From an optimization exercise on the open Yosys and OpenROAD flow, aimed at small area, a short achievable clock period and few clock cycles per item; shortcuts taken in it are not production practice.
Function was checked by simulation only, so behaviour that the tests miss may differ from the original.
Power figures rest on the tool's default switching activity, not on a simulated workload.

==> flow/design.v (excerpt) <==
module nlc_top (
	input  wire                                          clk,
	input  wire                                          reset,
	input  wire                                          wb_cyc_i,
	input  wire                                          wb_stb_i,
	input  wire                                          wb_we_i,
	input  wire [nlc_pkg::ADR_W-1:0]                     wb_adr_i,
	input  wire [nlc_pkg::WORD_W-1:0]                    wb_dat_i,
	output wire [nlc_pkg::WORD_W-1:0]                    wb_dat_o,
	output wire                                          wb_ack_o,
	input  wire                                          start_i,
	input  wire [nlc_pkg::NUM_CH*nlc_pkg::ADC_W-1:0]     x_adc_i,
	output wire                                          busy_o,
	output wire                                          done_o,
	output wire [nlc_pkg::NUM_CH*nlc_pkg::ADC_W-1:0]     x_lin_o
);
==> module nlc_top, before the edit <==
module nlc_top (
	input  wire                                          clk,
	input  wire                                          reset,
	input  wire                                          wb_cyc_i,
	input  wire                                          wb_stb_i,
	input  wire                                          wb_we_i,
	input  wire [nlc_pkg::ADR_W-1:0]                     wb_adr_i,
	input  wire [nlc_pkg::WORD_W-1:0]                    wb_dat_i,
	output wire [nlc_pkg::WORD_W-1:0]                    wb_dat_o,
	output wire                                          wb_ack_o,
	input  wire                                          start_i,
	input  wire [nlc_pkg::NUM_CH*nlc_pkg::ADC_W-1:0]     x_adc_i,
	output wire                                          busy_o,
	output wire                                          done_o,
	output wire [nlc_pkg::NUM_CH*nlc_pkg::ADC_W-1:0]     x_lin_o
);
	logic                   en;
	logic [PH_W-1:0]        ph;
	logic [PH_W-1:0]        ph_nx;
	logic                   accept;
	logic                   waiting;
	logic                   first;
	logic                   run;
	logic [NUM_UNIT*32-1:0] tap;
	logic [NUM_CH*32-1:0]   c5;
	logic [NUM_CH*16-1:0]   x_q;
	logic [NUM_CH*16-1:0]   x_cur;
	logic                   ld_sb, ld_c5a, ld_c5b, ld_m1, cap, last;
	nlc_step_counter step_counter_i (
		.clk     (clk),
		.en_i    (en),
		.ph_o    (ph),
		.ph_nx_o (ph_nx)
	);
	nlc_seq_fsm seq_fsm_i (
		.clk      (clk),
		.reset    (reset),
		.start_i  (start_i),
		.ph_i     (ph),
		.accept_o (accept),
		.wait_o   (waiting),
		.first_o  (first),
		.run_o    (run),
		.busy_o   (busy_o),
		.done_o   (done_o)
	);
	nlc_param_bank param_bank_i (
		.clk      (clk),
		.reset    (reset),
		.wb_cyc_i (wb_cyc_i),
		.wb_stb_i (wb_stb_i),
		.wb_we_i  (wb_we_i),
		.wb_adr_i (wb_adr_i),
		.wb_dat_i (wb_dat_i),
		.wb_dat_o (wb_dat_o),
		.wb_ack_o (wb_ack_o),
		.busy_i   (busy_o),
		.turn_i   (waiting || run),
		.ph_i     (ph),
		.ph_nx_i  (ph_nx),
		.en_o     (en),
		.tap_o    (tap),
		.c5_o     (c5)
	);
	always_comb begin
		for (int ch = 0; ch < NUM_CH; ch++) begin
			x_cur[ch*16 +: 16] = accept ? x_adc_i[ch*ADC_W +: 16] : x_q[ch*16 +: 16];
		end
	end
	always_ff @(posedge clk) begin
		x_q <= x_cur;
	end
	assign ld_sb  = run && (ph == PH_W'(1));
	assign ld_c5a = run && (ph == PH_W'(2));
	assign ld_c5b = run && (ph == PH_W'(3));
	assign ld_m1  = run && (ph >= PH_W'(4)) && (ph <= PH_W'(11));
	assign cap    = run && ((ph == PH_W'(3)) || (ph == PH_W'(4)));
	assign last   = run && (ph == PH_W'(RING_LEN - 1));
	for (genvar u = 0; u < NUM_UNIT; u++) begin : g_unit
		logic [15:0] one, two, neg;
		logic [15:0] onen, twon, negn;
		logic [31:0] r;
		logic [31:0] rn;
		logic [31:0] rs;
		logic [20:0] ya_q;
		logic [20:0] yb_q;
		nlc_operand_store operand_store_i (
			.clk      (clk),
			.ld_sa_i  (first),
			.ld_sb_i  (ld_sb),
			.ld_c5a_i (ld_c5a),
			.ld_c5b_i (ld_c5b),
			.ld_m1_i  (ld_m1),
			.cap_i    (cap),
			.xa_i     (x_cur[(2*u)*16 +: 16]),
			.xb_i     (x_q[(2*u+1)*16 +: 16]),
			.c5a_i    (c5[(2*u)*32 +: 32]),
			.c5b_i    (c5[(2*u+1)*32 +: 32]),
			.r_i      (r),
			.one_o    (one),
			.two_o    (two),
			.neg_o    (neg),
			.onen_o   (onen),
			.twon_o   (twon),
			.negn_o   (negn)
		);
		nlc_mac_pipe mac_pipe_i (
			.clk  (clk),
			.a    (r),
			.an   (rn),
			.one  (one),
			.two  (two),
			.neg  (neg),
			.onen (onen),
			.twon (twon),
			.negn (negn),
			.c    (tap[u*32 +: 32]),
			.r    (r),
			.rn   (rn),
			.rs   (rs)
		);
		always_ff @(posedge clk) begin
			ya_q <= {{5{r[31]}}, r[31:16]};
			yb_q <= last ? {{5{rs[31]}}, rs[31:16]} : '0;
		end
		assign x_lin_o[(2*u)*ADC_W +: ADC_W]   = ya_q;
		assign x_lin_o[(2*u+1)*ADC_W +: ADC_W] = yb_q;
	end
endmodule
clock: 10.0 ns
lec_check: 0
cap_margin: 30
core_margin: 2
core_utilization: 45
cts_cluster_diameter: 100
cts_cluster_size: 24
place_density: 0.55
slew_margin: 30
standard.sh (not shown) runs the stock make flow with config.mk's settings and CLKGATE_MAP_FILE= SYNTH_SCRIPT=/design/flow/synth_recipe.tcl, a recipe that flattens the netlist after the stock synthesis.
==> flow/flow/run.sh <==
#!/bin/bash
set -euo pipefail
SETUP_MARGIN=6.3
bash standard.sh SETUP_SLACK_MARGIN=$SETUP_MARGIN MAX_REPAIR_ANTENNAS_ITER_DRT=10 finish > standard_make.log 2>&1
Testbench counts at the start, summed over its fixed seeds: cycles 2,704, conversions 192.
Edit:
--- a/flow/design.v
+++ b/flow/design.v
@@ -1938,11 +1938,11 @@
 	logic                   run;
 	logic [NUM_UNIT*32-1:0] tap;
 	logic [NUM_CH*32-1:0]   c5;
 	logic [NUM_CH*16-1:0]   x_q;
 	logic [NUM_CH*16-1:0]   x_cur;
-	logic                   ld_sb, ld_c5a, ld_c5b, ld_m1, cap, last;
+	logic                   ld_sb, ld_c5a, ld_c5b, ld_m1, cap;
 	nlc_step_counter step_counter_i (
 		.clk     (clk),
 		.en_i    (en),
 		.ph_o    (ph),
 		.ph_nx_o (ph_nx)
@@ -1968,11 +1968,11 @@
 		.wb_adr_i (wb_adr_i),
 		.wb_dat_i (wb_dat_i),
 		.wb_dat_o (wb_dat_o),
 		.wb_ack_o (wb_ack_o),
 		.busy_i   (busy_o),
-		.turn_i   (waiting || run),
+		.turn_i   (waiting || run || accept),
 		.ph_i     (ph),
 		.ph_nx_i  (ph_nx),
 		.en_o     (en),
 		.tap_o    (tap),
 		.c5_o     (c5)
@@ -1988,19 +1988,17 @@
 	assign ld_sb  = run && (ph == PH_W'(1));
 	assign ld_c5a = run && (ph == PH_W'(2));
 	assign ld_c5b = run && (ph == PH_W'(3));
 	assign ld_m1  = run && (ph >= PH_W'(4)) && (ph <= PH_W'(11));
 	assign cap    = run && ((ph == PH_W'(3)) || (ph == PH_W'(4)));
-	assign last   = run && (ph == PH_W'(RING_LEN - 1));
 	for (genvar u = 0; u < NUM_UNIT; u++) begin : g_unit
 		logic [15:0] one, two, neg;
 		logic [15:0] onen, twon, negn;
 		logic [31:0] r;
 		logic [31:0] rn;
 		logic [31:0] rs;
 		logic [20:0] ya_q;
-		logic [20:0] yb_q;
 		nlc_operand_store operand_store_i (
 			.clk      (clk),
 			.ld_sa_i  (first),
 			.ld_sb_i  (ld_sb),
 			.ld_c5a_i (ld_c5a),
@@ -2034,12 +2032,11 @@
 			.rn   (rn),
 			.rs   (rs)
 		);
 		always_ff @(posedge clk) begin
 			ya_q <= {{5{r[31]}}, r[31:16]};
-			yb_q <= last ? {{5{rs[31]}}, rs[31:16]} : '0;
 		end
 		assign x_lin_o[(2*u)*ADC_W +: ADC_W]   = ya_q;
-		assign x_lin_o[(2*u+1)*ADC_W +: ADC_W] = yb_q;
+		assign x_lin_o[(2*u+1)*ADC_W +: ADC_W] = {{5{r[31]}}, r[31:16]};
 	end
 endmodule
 `default_nettype wire
After rerunning: Design area is lower by 0.31%; via count is lower by 2.1%; worst setup slack gets worse by 0.13 ns; wire length decreases by 2.5%; power shrinks by 1.5%; combinational power hardly moves; synthesized cell count drops by 1.5%; non-clock buffer count falls by 47; worst hold slack improves by 0.016 ns.
Testbench counts after the change, summed over its fixed seeds: cycles 2,696, conversions 192.

==> re-timing with driven ports <==
No port has a modelled driver above. Below, the same layouts with a new extraction and two added sets of constraints. Step 1, drivers: a clkbuf_16 drives clk and a buf_2 each remaining input, both assumed. Step 2, shift: input delay + t, output delay - t, t = (earliest + latest rising clock arrival at the registers) / 2. This alone moves slack from input paths to output paths. Slacks: no drivers / after step 1 / after step 2; pairs: no drivers / after step 1.
| run | t, ns | slack for setup (ns) | hold WS [ns] | worst setup path after step 2 | clock arrival spread, ns |
|---|---|---|---|---|---|
| the first run | 1.283 | 6.200 / 6.059 / 5.050 | 0.371 / 0.371 / 0.371 | input to register | 0.088 / 0.088 |
| the second run | 1.269 | 6.070 / 5.916 / 4.998 | 0.387 / 0.387 / 0.387 | input to register | 0.084 / 0.084 |
After both steps setup and hold are still met in every run listed. The setup slack of the first run, which loses most, moves by -0.141 ns with the drivers and by -1.150 ns with both steps.
